Source: an optimization exercise on an open RTL-to-GDS flow (aim: small area). Production flows keep margins and buffers that such runs may drop.
The RTL was checked by simulation tests, not by an equivalence proof against the original design. No driver is modelled on the clock port, so clocking that relies on it looks cheaper here than on a real chip.

==> module mem_block, before the edit <==
module mem_block #(
  parameter logic [ID_W-1:0] NODE_ID = 4'd0,
  parameter int              DEPTH   = 256,
  parameter int              PKT_W   = 33
) (
  input  logic             clk,
  input  logic             rst_n,
  input  logic             in_valid,
  output logic             in_ready,
  input  logic [PKT_W-1:0] in_pkt,
  output logic             out_valid,
  input  logic             out_ready,
  output logic [PKT_W-1:0] out_pkt,
  output logic             bad_dest
);
  mem_pkg::pkt_t     req_p0;
  logic              accept_p0;
  logic              hit_p0;
  logic              wr_p0;
  logic              rd_p0;
  logic [DATA_W-1:0] rdata_p0;
  logic              vld_p1;
  logic              bad_q;
  logic [ID_W-1:0]   src_p1;
  logic [ADDR_W-1:0] addr_p1;
  logic [DATA_W-1:0] data_p1;
  assign req_p0    = in_pkt;
  assign in_ready  = !vld_p1 || out_ready;
  assign accept_p0 = in_valid && in_ready;
  assign hit_p0    = (req_p0.dest == NODE_ID);
  assign wr_p0     = accept_p0 && hit_p0 && (req_p0.op == OP_WRITE);
  assign rd_p0     = accept_p0 && hit_p0 && (req_p0.op == OP_READ);
  mem_array #(
    .DEPTH (DEPTH)
  ) u_array (
    .clk   (clk),
    .rst_n (rst_n),
    .we    (wr_p0),
    .addr  (req_p0.addr),
    .wdata (req_p0.data),
    .rdata (rdata_p0)
  );
  always_ff @(posedge clk or negedge rst_n) begin
    if (!rst_n) begin
      vld_p1 <= 1'b0;
    end else begin
      vld_p1 <= rd_p0 || (vld_p1 && !out_ready);
    end
  end
  always_ff @(posedge clk) begin
    if (in_ready) begin
      src_p1  <= req_p0.src;
      addr_p1 <= req_p0.addr;
      data_p1 <= rdata_p0;
    end
  end
  always_ff @(posedge clk or negedge rst_n) begin
    if (!rst_n) begin
      bad_q <= 1'b0;
    end else if (accept_p0 && !hit_p0) begin
      bad_q <= 1'b1;
    end
  end
  assign out_valid = vld_p1;
  assign out_pkt   = {OP_READ, NODE_ID, src_p1, addr_p1, data_p1};
  assign bad_dest  = bad_q;
endmodule
clock: 8.0 ns
lec_check: 0
cap_margin: 30
core_margin: 2
core_utilization: 60
cts_buf_list: sky130_fd_sc_hd__clkbuf_16
cts_cluster_diameter: 80
cts_cluster_size: 30
place_density: 0.8
slew_margin: 30
synth_hierarchical: 1
synth_minimum_keep_size: 0
standard.sh (not shown) runs the stock make flow with config.mk's settings and CLKGATE_MAP_FILE= SYNTH_SCRIPT=/design/flow/synth_recipe.tcl, a recipe that flattens the netlist after the stock synthesis.
==> flow/flow/run.sh <==
#!/bin/bash
# The standard layout, except that clock tree synthesis adds no dummy
# loads (the other clock tree settings repeat config.mk's), the port buffers
# are the smallest buffer cell, and antenna repair after detailed routing may
# take more rounds. Each tool's full output stays in the ORFS log folder under
# orfs/logs; this run's own output goes to standard.log.
set -euo pipefail
export CTS_ARGS="-sink_clustering_enable -repair_clock_nets -dont_use_dummy_load -sink_clustering_size 30 -sink_clustering_max_diameter 80 -buf_list sky130_fd_sc_hd__clkbuf_16"
export BUFFER_PORTS_ARGS="-buffer_cell sky130_fd_sc_hd__buf_1"
export MAX_REPAIR_ANTENNAS_ITER_DRT=12
bash standard.sh > standard.log 2>&1
==> next run, changes <==
--- a/flow/design.v
+++ b/flow/design.v
@@ -147,51 +147,56 @@
   logic              accept_p0;
   logic              hit_p0;
   logic              wr_p0;
   logic              rd_p0;
-  logic [DATA_W-1:0] rdata_p0;
   logic              vld_p1;
+  logic              wr_p1;
   logic              bad_q;
   logic [ID_W-1:0]   src_p1;
   logic [ADDR_W-1:0] addr_p1;
   logic [DATA_W-1:0] data_p1;
+  logic [DATA_W-1:0] rdata_p1;
   assign req_p0    = in_pkt;
   assign in_ready  = !vld_p1 || out_ready;
   assign accept_p0 = in_valid && in_ready;
   assign hit_p0    = (req_p0.dest == NODE_ID);
   assign wr_p0     = accept_p0 && hit_p0 && (req_p0.op == OP_WRITE);
   assign rd_p0     = accept_p0 && hit_p0 && (req_p0.op == OP_READ);
+  always_ff @(posedge clk or negedge rst_n) begin
+    if (!rst_n) begin
+      vld_p1 <= 1'b0;
+      wr_p1  <= 1'b0;
+    end else begin
+      vld_p1 <= rd_p0 || (vld_p1 && !out_ready);
+      wr_p1  <= wr_p0;
+    end
+  end
+  always_ff @(posedge clk) begin
+    if (in_ready) begin
+      src_p1  <= req_p0.src;
+      addr_p1 <= req_p0.addr;
+    end
+  end
+  always_ff @(posedge clk) begin
+    data_p1 <= req_p0.data;
+  end
   mem_array #(
     .DEPTH (DEPTH)
   ) u_array (
     .clk   (clk),
     .rst_n (rst_n),
-    .we    (wr_p0),
-    .addr  (req_p0.addr),
-    .wdata (req_p0.data),
-    .rdata (rdata_p0)
+    .we    (wr_p1),
+    .addr  (addr_p1),
+    .wdata (data_p1),
+    .rdata (rdata_p1)
   );
-  always_ff @(posedge clk or negedge rst_n) begin
-    if (!rst_n) begin
-      vld_p1 <= 1'b0;
-    end else begin
-      vld_p1 <= rd_p0 || (vld_p1 && !out_ready);
-    end
-  end
-  always_ff @(posedge clk) begin
-    if (in_ready) begin
-      src_p1  <= req_p0.src;
-      addr_p1 <= req_p0.addr;
-      data_p1 <= rdata_p0;
-    end
-  end
   always_ff @(posedge clk or negedge rst_n) begin
     if (!rst_n) begin
       bad_q <= 1'b0;
     end else if (accept_p0 && !hit_p0) begin
       bad_q <= 1'b1;
     end
   end
   assign out_valid = vld_p1;
-  assign out_pkt   = {OP_READ, NODE_ID, src_p1, addr_p1, data_p1};
+  assign out_pkt   = {OP_READ, NODE_ID, src_p1, addr_p1, rdata_p1};
   assign bad_dest  = bad_q;
 endmodule
=> The new run reached the layout checks and failed them: negative setup slack; via count fell by 1.9%; core utilization decreases by 0.12 points; wire length decreases by 2.5%; sequential share of layout area increases by 0.11 points; setup slack loses 1.7 ns; worst hold slack hardly moves; fmax fell by 21%; final cell count hardly moves.

port drivers added, routing unchanged:
Ports are ideal in the flow. The routed layouts listed here were re-timed in OpenROAD. Step 1 assumes that a clkbuf_16 drives the clock port and a buf_2 every other input. Step 2, shift: input delay + t, output delay - t, t = (earliest + latest rising clock arrival at the registers) / 2. This alone moves slack from input paths to output paths. Slacks: ideal ports / drivers / drivers and shift; pairs: ideal ports / drivers.
run | t, ns | slack for setup (ns) | hold slack, ns | slew at the worst register clock pin (ns) | pins driven straight from the clock port
the first run | 0.963 | 1.657 / 1.728 / 0.766 | 0.468 / 0.468 / 0.468 | 0.11 / 0.11 | 1
the second run | 0.944 | -0.055 / -0.157 / 0.787 | 0.469 / 0.469 / 0.469 | 0.12 / 0.12 | 1
For the first run, which loses most, drivers alone change the setup slack by +0.071 ns; drivers and shift together by -0.891 ns.
